Context: an optimization exercise on an open-source flow, tuned for small area, a short achievable clock period and few clock cycles per item. The choices shown serve that exercise and are no tape-out recipe. The RTL was checked by simulation tests, not by an equivalence proof against the original design. Power and IR drop assume default switching activity.

Design npu_requant, start of the top module:
module npu_requant #(
  localparam int M_LEN  = 32,
  localparam int S_LEN  = 32,
  localparam int SH_LEN = 5
) (
  input  logic              clk_i,
  input  logic              rstn_i,
  input  logic              clear_i,
  input  logic [M_LEN-1:0]  acc_i,
  input  logic [S_LEN-1:0]  mult_i,
  input  logic [SH_LEN-1:0] shift_i,
  input  logic              valid_i,
  output logic              ready_o,
  output logic [M_LEN-1:0]  data_o,
  output logic              valid_o,
  input  logic              ready_i
);
  localparam int L = 16;   
  logic en;
  assign en      = ready_i;
  assign ready_o = ready_i;
  logic [15:0] one_d, two_d, neg_d;
  always_comb begin
    for (int i = 0; i < 16; i++) begin
      logic y0, y1, y2;
      y0 = (i == 0) ? 1'b0 : mult_i[2*i-1];
      y1 = mult_i[2*i];
      y2 = mult_i[2*i+1];
      one_d[i] = y1 ^ y0;
      two_d[i] = (y2 & ~y1 & ~y0) | (~y2 & y1 & y0);
      neg_d[i] = y2;
    end
  end
  logic [31:0]   accn1_q;             
  logic [15:0]   onen1_q, twon1_q;    
  logic [15:0]   neg1_q;              
  logic [4:0]    sh1_q, sh2_q;
  logic [63:L]   a2_q, b2_q;
  logic          cl2_q;
  logic [31:0]   data3_q;
  logic          v1_q, v2_q, v3_q;
  logic [31:0] pp [16];
  logic [15:0] ppn;
  logic [32:0] sel [16];
  logic [31:1] oh;
  logic        negp, g;
  logic [63:0] ta, tb;
  always_comb begin
    for (int s = 1; s < 32; s++) begin
      oh[s] = (sh1_q == 5'(s));
    end
  end
  assign negp = ~accn1_q[31] ^ neg1_q[15];
  assign g    = negp & (sh1_q != 5'd0);
  for (genvar i = 0; i < 16; i++) begin : g_row
    assign sel[i][0] = ~(onen1_q[i] | accn1_q[0]);
    for (genvar j = 1; j < 33; j++) begin : g_bit
      rq_bsel u_sel (.x1n(accn1_q[(j < 32) ? j : 31]), .x2n(accn1_q[j-1]), .onen(onen1_q[i]),
                     .twon(twon1_q[i]), .s(sel[i][j]));
    end
    for (genvar j = 0; j < 32; j++) begin : g_neg
      rq_xor u_neg (.a(sel[i][j]), .b(neg1_q[i]), .y(pp[i][j]));
    end
    rq_xnor u_negn (.a(sel[i][32]), .b(neg1_q[i]), .y(ppn[i]));
  end
  logic t1, t2, t3, t4, t5, t6, t7, t8, t9, t10, t11, t12, t13, t14, t15, t16;
  ...
Settings: LEC_CHECK=0, CAP_MARGIN=5, CORE_MARGIN=2, CORE_UTILIZATION=60, CTS_BUF_LIST=sky130_fd_sc_hd__clkbuf_8, SETUP_SLACK_MARGIN=5, SLEW_MARGIN=5, SYNTH_HIERARCHICAL=1, SYNTH_MINIMUM_KEEP_SIZE=0; clock period 10.0 ns.
standard.sh (not shown) runs the stock make flow with config.mk's settings and CLKGATE_MAP_FILE= SYNTH_SCRIPT=/design/flow/synth_recipe.tcl, a recipe that flattens the netlist after the stock synthesis.
==> flow/flow/run.sh <==
#!/bin/bash
# The standard ORFS layout (standard.sh) with different repair settings:
#   SETUP_SLACK_MARGIN=5.7 "BUFFER_PORTS_ARGS=-buffer_cell sky130_fd_sc_hd__buf_1" "CTS_ARGS=-sink_clustering_enable -repair_clock_nets -buf_list sky130_fd_sc_hd__clkbuf_8 -dont_use_dummy_load -sink_clustering_size 16 -sink_clustering_max_diameter 110"
# All of the flow's output goes to standard.log; ORFS keeps each step's log under orfs/logs.
set -euo pipefail
bash standard.sh SETUP_SLACK_MARGIN=5.7 "BUFFER_PORTS_ARGS=-buffer_cell sky130_fd_sc_hd__buf_1" "CTS_ARGS=-sink_clustering_enable -repair_clock_nets -buf_list sky130_fd_sc_hd__clkbuf_8 -dont_use_dummy_load -sink_clustering_size 16 -sink_clustering_max_diameter 110" finish > standard.log 2>&1
Testbench counts at the start, summed over its fixed seeds: cycles 8,012, items 8,000.
Edit:
==> flow/flow/run.sh (replaced) <==
#!/bin/bash
# The standard ORFS layout (standard.sh) with different repair settings:
#   SETUP_SLACK_MARGIN=5.7 "BUFFER_PORTS_ARGS=-buffer_cell sky130_fd_sc_hd__buf_1" "CTS_ARGS=-sink_clustering_enable -repair_clock_nets -buf_list sky130_fd_sc_hd__clkbuf_8 -dont_use_dummy_load -sink_clustering_size 12 -sink_clustering_max_diameter 100"
# All of the flow's output goes to standard.log; ORFS keeps each step's log under orfs/logs.
set -euo pipefail
bash standard.sh SETUP_SLACK_MARGIN=5.7 "BUFFER_PORTS_ARGS=-buffer_cell sky130_fd_sc_hd__buf_1" "CTS_ARGS=-sink_clustering_enable -repair_clock_nets -buf_list sky130_fd_sc_hd__clkbuf_8 -dont_use_dummy_load -sink_clustering_size 12 -sink_clustering_max_diameter 100" finish > standard.log 2>&1
What happened:
- The new run completed without violations
- sequential cell count stays the same
- hold slack degrades by 0.0052 ns
- critical path depth is unchanged
- clock skew went down by 0.017 ns
- final area barely changes
- count of clock-buffer cells in the layout went up by 4
Edit:
==> flow/flow/run.sh (replaced) <==
#!/bin/bash
# The standard ORFS layout (standard.sh) with different repair settings:
#   SETUP_SLACK_MARGIN=5.6 "BUFFER_PORTS_ARGS=-buffer_cell sky130_fd_sc_hd__buf_1" "CTS_ARGS=-sink_clustering_enable -repair_clock_nets -buf_list sky130_fd_sc_hd__clkbuf_8 -dont_use_dummy_load" RECOVER_POWER=100
# All of the flow's output goes to standard.log; ORFS keeps each step's log under orfs/logs.
set -euo pipefail
bash standard.sh SETUP_SLACK_MARGIN=5.6 "BUFFER_PORTS_ARGS=-buffer_cell sky130_fd_sc_hd__buf_1" "CTS_ARGS=-sink_clustering_enable -repair_clock_nets -buf_list sky130_fd_sc_hd__clkbuf_8 -dont_use_dummy_load" RECOVER_POWER=100 finish > standard.log 2>&1
- CAP_MARGIN: 5 -> 10
- CORE_UTILIZATION: 60 -> 50
- SLEW_MARGIN: 5 -> 10
Outcome:
- The new run finished with capacitance limit, slew limit left
- clock skew goes up by 0.011 ns
- die area goes up by 20%
- utilization goes down by 12 points
- register-to-register slack gets worse by 2.0 ns
- clock-buffer cell count goes up by 19
- design area goes down by 1.0%
- setup slack gets worse by 2.0 ns
- flip-flop and latch count does not change
Edit:
==> flow/flow/run.sh (replaced) <==
#!/bin/bash
# The standard ORFS layout (standard.sh) with different repair settings:
#   SETUP_SLACK_MARGIN=5.7 "BUFFER_PORTS_ARGS=-buffer_cell sky130_fd_sc_hd__buf_1" "CTS_ARGS=-sink_clustering_enable -repair_clock_nets -buf_list sky130_fd_sc_hd__clkbuf_8 -dont_use_dummy_load -sink_clustering_size 12 -sink_clustering_max_diameter 100"
# All of the flow's output goes to standard.log; ORFS keeps each step's log under orfs/logs.
set -euo pipefail
bash standard.sh SETUP_SLACK_MARGIN=5.7 "BUFFER_PORTS_ARGS=-buffer_cell sky130_fd_sc_hd__buf_1" "CTS_ARGS=-sink_clustering_enable -repair_clock_nets -buf_list sky130_fd_sc_hd__clkbuf_8 -dont_use_dummy_load -sink_clustering_size 12 -sink_clustering_max_diameter 100" finish > standard.log 2>&1
- CAP_MARGIN: 10 -> 5
- CORE_UTILIZATION: 50 -> 65
- SLEW_MARGIN: 10 -> 5
After rerunning: The changed run completed without violations. Combinational power fell by a few percent. Synthesized cell count is unchanged. Count of clock-buffer cells in the layout fell by 19. Die area fell by about a fifth.
Edit:
==> flow/flow/run.sh (replaced) <==
#!/bin/bash
# The standard ORFS layout (standard.sh) with different repair settings:
#   SETUP_SLACK_MARGIN=5.7 "BUFFER_PORTS_ARGS=-buffer_cell sky130_fd_sc_hd__buf_1"
# All of the flow's output goes to standard.log; ORFS keeps each step's log under orfs/logs.
set -euo pipefail
bash standard.sh SETUP_SLACK_MARGIN=5.7 "BUFFER_PORTS_ARGS=-buffer_cell sky130_fd_sc_hd__buf_1" finish > standard.log 2>&1
- CORE_UTILIZATION: 65 -> 60
Wire length rose by 3.0%.
Sequential share of layout area fell by 0.50 points.
Combinational power rose by about 5%.
Hold slack gets worse by 0.051 ns.
Die area rose by about 8%.
Final area rose by 2.5%.
Area after synthesis does not change.
Edit:
==> flow/flow/run.sh (replaced) <==
#!/bin/bash
# The standard ORFS layout (standard.sh) with different repair settings:
#   SETUP_SLACK_MARGIN=5.75 "BUFFER_PORTS_ARGS=-buffer_cell sky130_fd_sc_hd__buf_1" "CTS_ARGS=-sink_clustering_enable -repair_clock_nets -buf_list sky130_fd_sc_hd__clkbuf_8 -dont_use_dummy_load -sink_clustering_size 12 -sink_clustering_max_diameter 100"
# All of the flow's output goes to standard.log; ORFS keeps each step's log under orfs/logs.
set -euo pipefail
bash standard.sh SETUP_SLACK_MARGIN=5.75 "BUFFER_PORTS_ARGS=-buffer_cell sky130_fd_sc_hd__buf_1" "CTS_ARGS=-sink_clustering_enable -repair_clock_nets -buf_list sky130_fd_sc_hd__clkbuf_8 -dont_use_dummy_load -sink_clustering_size 12 -sink_clustering_max_diameter 100" finish > standard.log 2>&1
- CORE_UTILIZATION: 60 -> 65
Power went down by 3.8%.
Wire length shrinks by 0.72%.
Non-clock buffer count rises by 11.
Setup slack gets worse by 0.0083 ns.
Synthesized area is unchanged.
Final area goes down by 0.57%.
Final cell count decreases by 3.0%.
Via count rises by about 0.4%.

-- re-timing with driven ports --
In the flow no input, the clock included, has a driving cell. The finished layouts below were timed again as built, in two steps.
Step 1 assumes that a clkbuf_16 drives the clock port and a buf_2 every other input.
Step 2 moves the port delays by t, midway between the first and last clock arrival at a register: inputs arrive t later, outputs are due t later. That takes back most of the time a late clock gives input paths.
a / b / c = ideal ports / drivers / drivers and shift; a / b = the first two.
run | t (ns) | setup WS [ns] | hold slack, ns | worst register clock-pin slew, ns | cell pins on the clock port's net
the first run | 0.637 | 5.716 / 5.716 / 5.399 | 0.537 / 0.537 / 0.537 | 0.12 / 0.12 | 1
the second run | 0.651 | 5.738 / 5.732 / 5.438 | 0.532 / 0.532 / 0.532 | 0.09 / 0.09 | 1
the third run | 0.647 | 3.737 / 3.737 / 3.223 | 0.526 / 0.526 / 0.526 | 0.06 / 0.06 | 1
the fourth run | 0.686 | 5.712 / 5.672 / 5.672 | 0.577 / 0.577 / 0.577 | 0.10 / 0.10 | 1
the fifth run | 0.665 | 5.746 / 5.731 / 5.400 | 0.526 / 0.526 / 0.526 | 0.06 / 0.06 | 1
the sixth run | 0.661 | 5.738 / 5.611 / 5.610 | 0.530 / 0.530 / 0.530 | 0.10 / 0.10 | 1
The setup slack of the third run, which loses most, moves by 0.000 ns with the drivers and by -0.514 ns with both steps.
